Context: an optimization exercise on an open-source flow, tuned for a short achievable clock period and few clock cycles. The choices shown serve that exercise and are no tape-out recipe. The RTL was checked by simulation tests, not by an equivalence proof against the original design.

==> trial 91 <==
==> flow/design.v (excerpt) <==
module armTop (
	input  logic         clk,
	input  logic         reset,
	input  armPkg::wordT readData,
	output armPkg::wordT writeData,
	output armPkg::wordT adr,
	output logic         memWrite
);
Settings: LEC_CHECK=0, ABC_CLOCK_PERIOD_IN_PS=4000, CAP_MARGIN=20, CORE_MARGIN=2, CORE_UTILIZATION=40, SLEW_MARGIN=20; clock period 13.0 ns.
standard.sh (not shown) runs the stock make flow with config.mk's settings and CLKGATE_MAP_FILE= SYNTH_SCRIPT=/design/flow/synth_recipe.tcl, a recipe that flattens the netlist after the stock synthesis.
==> flow/flow/run.sh <==
#!/bin/bash
set -euo pipefail
bash standard.sh synth > synth.log 2>&1
bash standard.sh SETUP_SLACK_MARGIN=9 finish > layout.log 2>&1
==> trial 67 (differences from trial 91) <==
--- a/flow/design.v
+++ b/flow/design.v
@@ -2,11 +2,11 @@
 package armPkg;
 	typedef logic [31:0] wordT;
 	typedef logic [3:0] regAddrT;
 	typedef logic [3:0] flagsT;
 	typedef logic [3:0] condT;
-	localparam int mulRows = 5;
+	localparam int mulRows = 4;
 endpackage
 `timescale 1ns/1ns
 import armPkg::*;
 module alu (
 	input  armPkg::wordT a,
@@ -16,33 +16,27 @@
 	input  logic         opAnd,
 	input  logic         opOrr,
 	input  logic         opEor,
 	output armPkg::wordT result,
 	output logic         cOut,
-	output logic         vOut,
-	output logic         zArith
+	output logic         vOut
 );
 	armPkg::wordT bx;
 	logic [32:0]  sum;
 	assign bx  = b ^ {32{isSub}};
 	assign sum = {1'b0, a} + {1'b0, bx} + {32'd0, isSub};
 	assign result = ({32{opArith}} & sum[31:0])
 		| ({32{opAnd}} & (a & b))
 		| ({32{opOrr}} & (a | b))
 		| ({32{opEor}} & (a ^ b));
-	logic [31:0] hs;
-	logic [31:0] kin;
-	assign hs     = a ^ bx;
-	assign kin    = {a[30:0] | bx[30:0], isSub};
-	assign zArith = (hs == kin);
 	assign cOut = sum[32];
 	assign vOut = ~(a[31] ^ bx[31]) & (a[31] ^ sum[31]);
 endmodule
 module mulStage1 (
 	input  logic [31:0] a,
 	input  logic [31:0] b,
-	output logic [4:0][31:0] rows
+	output logic [3:0][31:0] rows
 );
 	logic [31:0] pp0;
 	assign pp0 = a & {32{b[0]}};
 	logic [31:0] pp1;
 	assign pp1 = {a[30:0] & {31{b[1]}}, 1'b0};
@@ -185,30 +179,29 @@
 	assign s1l4_s0 = s1l3_s0 ^ s1l3_c0 ^ s1l3_s1;
 	assign s1l4_c0 = {((s1l3_s0[30:0] & s1l3_c0[30:0]) | (s1l3_s0[30:0] & s1l3_s1[30:0]) | (s1l3_c0[30:0] & s1l3_s1[30:0])), 1'b0};
 	logic [31:0] s1l4_s1, s1l4_c1;
 	assign s1l4_s1 = s1l3_c1 ^ s1l3_s2 ^ s1l3_c2;
 	assign s1l4_c1 = {((s1l3_c1[30:0] & s1l3_s2[30:0]) | (s1l3_c1[30:0] & s1l3_c2[30:0]) | (s1l3_s2[30:0] & s1l3_c2[30:0])), 1'b0};
-	assign rows[0] = s1l4_s0;
-	assign rows[1] = s1l4_c0;
-	assign rows[2] = s1l4_s1;
-	assign rows[3] = s1l4_c1;
-	assign rows[4] = s1l2_c4;
+	logic [31:0] s1l5_s0, s1l5_c0;
+	assign s1l5_s0 = s1l4_s0 ^ s1l4_c0 ^ s1l4_s1;
+	assign s1l5_c0 = {((s1l4_s0[30:0] & s1l4_c0[30:0]) | (s1l4_s0[30:0] & s1l4_s1[30:0]) | (s1l4_c0[30:0] & s1l4_s1[30:0])), 1'b0};
+	assign rows[0] = s1l5_s0;
+	assign rows[1] = s1l5_c0;
+	assign rows[2] = s1l4_c1;
+	assign rows[3] = s1l2_c4;
 endmodule
 module mulStage2 (
-	input  logic [4:0][31:0] rows,
+	input  logic [3:0][31:0] rows,
 	output logic [31:0] product
 );
 	logic [31:0] s2l0_s0, s2l0_c0;
 	assign s2l0_s0 = rows[0] ^ rows[1] ^ rows[2];
 	assign s2l0_c0 = {((rows[0][30:0] & rows[1][30:0]) | (rows[0][30:0] & rows[2][30:0]) | (rows[1][30:0] & rows[2][30:0])), 1'b0};
 	logic [31:0] s2l1_s0, s2l1_c0;
 	assign s2l1_s0 = s2l0_s0 ^ s2l0_c0 ^ rows[3];
 	assign s2l1_c0 = {((s2l0_s0[30:0] & s2l0_c0[30:0]) | (s2l0_s0[30:0] & rows[3][30:0]) | (s2l0_c0[30:0] & rows[3][30:0])), 1'b0};
-	logic [31:0] s2l2_s0, s2l2_c0;
-	assign s2l2_s0 = s2l1_s0 ^ s2l1_c0 ^ rows[4];
-	assign s2l2_c0 = {((s2l1_s0[30:0] & s2l1_c0[30:0]) | (s2l1_s0[30:0] & rows[4][30:0]) | (s2l1_c0[30:0] & rows[4][30:0])), 1'b0};
-	assign product = s2l2_s0 + s2l2_c0;
+	assign product = s2l1_s0 + s2l1_c0;
 endmodule
 `timescale 1ns/1ns
 import armPkg::*;
 module regFile (
 	input  logic            clk,
@@ -261,18 +254,10 @@
 	logic            skV;
 	armPkg::wordT    irS;
 	armPkg::wordT    pc8S;
 	armPkg::regAddrT raS, rbS;
 	logic [15:0]     selAS, selBS;
-	localparam int btbN = 4;
-	logic [btbN-1:0]         btbV;
-	logic [btbN-1:0][29:0]   btbTag;
-	logic [btbN-1:0][31:0]   btbTgt;
-	logic [1:0]              btbPtr;
-	logic                    pTD, pTS;
-	logic [btbN-1:0]         pVD, pVS, pVE;
-	armPkg::wordT            pcD, pcS;
 	logic            vE;
 	logic            brChkE;
 	logic            predE;
 	armPkg::wordT    altE;
 	logic            mulPhE;
@@ -354,40 +339,34 @@
 	condUnit u_condD (
 		.cond   (irD[31:28]),
 		.flags  (flags),
 		.condEx (condD)
 	);
-	logic flagsPend, specD, predD, fixD, stallD, advD, takeD, redirD, memGoD, exGoD;
-	armPkg::wordT pc4D, idTgtD;
+	logic flagsPend, specD, predD, stallD, advD, takenD, memGoD, exGoD;
 	assign flagsPend = vE & sE & condE;
 	assign specD  = isBrD & ~isAlD & flagsPend;
-	assign predD  = pTD | (isBD & irD[23]);
-	assign fixD   = vD & pTD & ~isBD;
-	assign stallD = stallE | fixD
+	assign predD  = isBD & irD[23];
+	assign stallD = stallE
 		| (isMemD & ~isAlD & flagsPend)
 		| (isMemD & hitA);
 	assign advD   = vD & ~stallD & ~redirE;
-	assign takeD  = specD ? predD : condD;
-	assign redirD = (advD & isBrD & (takeD ^ pTD)) | (fixD & ~redirE);
-	assign pc4D   = pcD + 32'd4;
-	assign idTgtD = pTD ? pc4D : brTgtD;
+	assign takenD = advD & isBrD & (specD ? predD : condD);
 	assign memGoD = advD & isMemD & condD;
 	assign exGoD  = advD & ((isDpD & ~isPcImmD) | isMulD | (isLoadD & condD) | specD);
 	armPkg::wordT aluRes, mulRes;
-	logic         aluC, aluV, aluZa;
+	logic         aluC, aluV;
 	alu u_alu (
 		.a       (aE),
 		.b       (bE),
 		.isSub   (subE),
 		.opArith (arithE),
 		.opAnd   (andE),
 		.opOrr   (orrE),
 		.opEor   (eorE),
 		.result  (aluRes),
 		.cOut    (aluC),
-		.vOut    (aluV),
-		.zArith  (aluZa)
+		.vOut    (aluV)
 	);
 	logic [armPkg::mulRows-1:0][31:0] mulRowsN;
 	mulStage1 u_mul1 (
 		.a    (aE),
 		.b    (bE),
@@ -403,20 +382,18 @@
 		.condEx (condE)
 	);
 	assign resE   = isLoadE ? readData : (isMulE ? mulRes : aluRes);
 	assign stallE = vE & isMulE & ~mulPhE;
 	assign wrEnE  = vE & wrE & condE & ~stallE;
-	logic brMissE;
-	assign brMissE = vE & brChkE & (condE ^ predE);
-	assign redirE  = (vE & pcwE & condE) | brMissE;
+	assign redirE = vE & ((pcwE & condE) | (brChkE & (condE ^ predE)));
 	armPkg::wordT redirTgtE;
 	assign redirTgtE = brChkE ? altE : aluRes;
 	logic flagWE;
 	logic nE, zE;
 	assign flagWE = vE & sE & condE & ~stallE;
 	assign nE = isMulE ? mulRes[31] : aluRes[31];
-	assign zE = isMulE ? (mulRes == '0) : (arithE ? aluZa : (aluRes == '0));
+	assign zE = isMulE ? (mulRes == '0) : (aluRes == '0);
 	always_ff @(posedge clk or posedge reset) begin
 		if (reset) begin
 			flags <= '0;
 		end else if (flagWE) begin
 			flags[3:2] <= {nE, zE};
@@ -426,76 +403,41 @@
 		end
 	end
 	logic         fetchOK, dFree, acceptF;
 	armPkg::wordT fpcInc;
 	armPkg::wordT seqPc;
-	assign fetchOK = fetchQ & ~redirE & ~redirD;
+	assign fetchOK = fetchQ & ~redirE & ~takenD;
 	assign dFree   = ~vD | advD;
 	assign acceptF = fetchOK & (dFree | ~skV);
 	assign fpcInc  = fpcQ + 32'd4;
-	logic [btbN-1:0] btbHitF;
-	logic            pTF;
-	armPkg::wordT    btbTgtF;
-	always_comb begin
-		btbTgtF = '0;
-		for (int i = 0; i < btbN; i++) begin
-			btbHitF[i] = btbV[i] & (btbTag[i] == fpcQ[31:2]);
-			btbTgtF    = btbTgtF | ({32{btbHitF[i]}} & btbTgt[i]);
-		end
-	end
-	assign pTF   = |btbHitF;
-	assign seqPc = acceptF ? (pTF ? btbTgtF : fpcInc) : fpcQ;
-	logic btbIns;
-	assign btbIns = advD & isBD & takeD & ~pTD;
-	always_ff @(posedge clk or posedge reset) begin
-		if (reset) begin
-			btbV   <= '0;
-			btbPtr <= '0;
-		end else begin
-			btbV <= btbV
-				& ~(brMissE ? pVE : '0)
-				& ~((advD & isBD & pTD & ~takeD) ? pVD : '0);
-			if (btbIns) begin
-				btbV[btbPtr] <= 1'b1;
-				btbPtr       <= btbPtr + 1'b1;
-			end
-		end
-	end
-	always_ff @(posedge clk) begin
-		if (btbIns) begin
-			btbTag[btbPtr] <= pcD[31:2];
-			btbTgt[btbPtr] <= brTgtD;
-		end
-	end
+	assign seqPc   = acceptF ? fpcInc : fpcQ;
 	always_ff @(posedge clk or posedge reset) begin
 		if (reset) begin
 			adrQ   <= '0;
 			fpcQ   <= '0;
 			fetchQ <= 1'b1;
 			memWQ  <= 1'b0;
 			vD     <= 1'b0;
 			skV    <= 1'b0;
 		end else begin
 			memWQ <= 1'b0;
-			if (redirE | (redirD & ~fixD)) begin
+			if (redirE | takenD) begin
 				vD  <= 1'b0;
 				skV <= 1'b0;
-			end else if (fixD) begin
-				skV <= 1'b0;
 			end else if (dFree) begin
 				vD  <= skV | fetchOK;
 				skV <= skV & fetchOK;
 			end else begin
 				skV <= skV | fetchOK;
 			end
 			if (redirE) begin
 				adrQ   <= redirTgtE;
 				fpcQ   <= redirTgtE;
 				fetchQ <= 1'b1;
-			end else if (redirD) begin
-				adrQ   <= idTgtD;
-				fpcQ   <= idTgtD;
+			end else if (takenD) begin
+				adrQ   <= brTgtD;
+				fpcQ   <= brTgtD;
 				fetchQ <= 1'b1;
 			end else if (memGoD) begin
 				adrQ   <= memAdrD;
 				fpcQ   <= seqPc;
 				fetchQ <= 1'b0;
@@ -519,27 +461,17 @@
 	assign selAF = 16'd1 << raF;
 	assign selBF = 16'd1 << rbF;
 	always_ff @(posedge clk) begin
 		if (acceptF) begin
 			irS   <= readData;
-			pcS   <= fpcQ;
-			pTS   <= pTF;
-			pVS   <= btbHitF;
 			pc8S  <= pc8F;
 			raS   <= raF;
 			rbS   <= rbF;
 			selAS <= selAF;
 			selBS <= selBF;
 		end
 		if (dFree) begin
-			pcD   <= skV ? pcS : fpcQ;
-			pTD   <= skV ? pTS : pTF;
-			pVD   <= skV ? pVS : btbHitF;
-		end else if (fixD) begin
-			pTD   <= 1'b0;
-		end
-		if (dFree) begin
 			irD   <= skV ? irS : readData;
 			pc8D  <= skV ? pc8S : pc8F;
 			raD   <= skV ? raS : raF;
 			rbD   <= skV ? rbS : rbF;
 			selAD <= skV ? selAS : selAF;
@@ -562,12 +494,11 @@
 			aE      <= opA;
 			bE      <= opB;
 			isMulE  <= isMulD;
 			brChkE  <= isBrD;
 			predE   <= predD;
-			altE    <= predD ? pc4D : brTgtD;
-			pVE     <= pVD;
+			altE    <= predD ? (pc8D - 32'd4) : brTgtD;
 			isLoadE <= isLoadD;
 			condFE  <= isLoadD ? 4'b1110 : irD[31:28];
 			sE      <= irD[20] & ~isMemD & ~isBD;
 			wrE     <= isLoadD | isMulD | (isDpD & (rdD != 4'd15));
 			pcwE    <= isDpD & ~isPcImmD & (rdD == 4'd15);
==> results_dict.tcl <==
set metrics [dict create \
    numCtsBuffers 104 \
    status "finished clean" \
    wl_per_cell_um 33.15 \
    cts_num_sinks 979 \
    cp_num_buf_inv 5 \
    diodes 5 \
    die_w_um 397.4 \
    cp_slowest_stage_delay_ns 0.60 \
    synthMuxAreaShare 0.02736 \
    whs_endpoint "u_datapath.pc8S[0]$_DFFE_PP_" \
]
the above is filed under trial 67

==> results_dict.tcl <==
set metrics [dict create \
    wl_per_cell_um 34.73 \
    synthMuxAreaShare 0.03564 \
    cts_num_sinks 1323 \
    status "finished clean" \
    whs_endpoint "u_datapath.pVE[3]$_DFFE_PN_" \
    cp_num_buf_inv 1 \
    diodes 12 \
    cp_slowest_stage_delay_ns 0.58 \
]
the above is filed under trial 91

Testbench counts of trial 91, summed over its fixed seeds: cycles 139,155.
Testbench counts of trial 67, summed over its fixed seeds: cycles 144,977.

## static timing again, ports no longer ideal
Ports are ideal in the flow. The routed layouts listed here were re-timed in OpenROAD. Step 1: set_driving_cell puts a clkbuf_16 on clk and a buf_2 on each other input, an assumption about the parent block. Step 2 also shifts input and output timing later by t, the mid clock arrival at the registers, as if the neighbouring blocks saw the same clock. Three values: ideal, step 1, step 2; two values: the first two.
| run | t (ns) | slack for setup (ns) | latest minus earliest clock arrival (ns) |
|---|---|---|---|
| trial 91 | 0.934 | 8.440 / 8.440 / 8.004 | 0.073 / 0.073 |
| trial 67 | 0.820 | 8.425 / 8.425 / 8.159 | 0.063 / 0.062 |
After both steps setup and hold are still met in every run listed. For trial 91, which loses most, drivers alone change the setup slack by 0.000 ns; drivers and shift together by -0.436 ns.
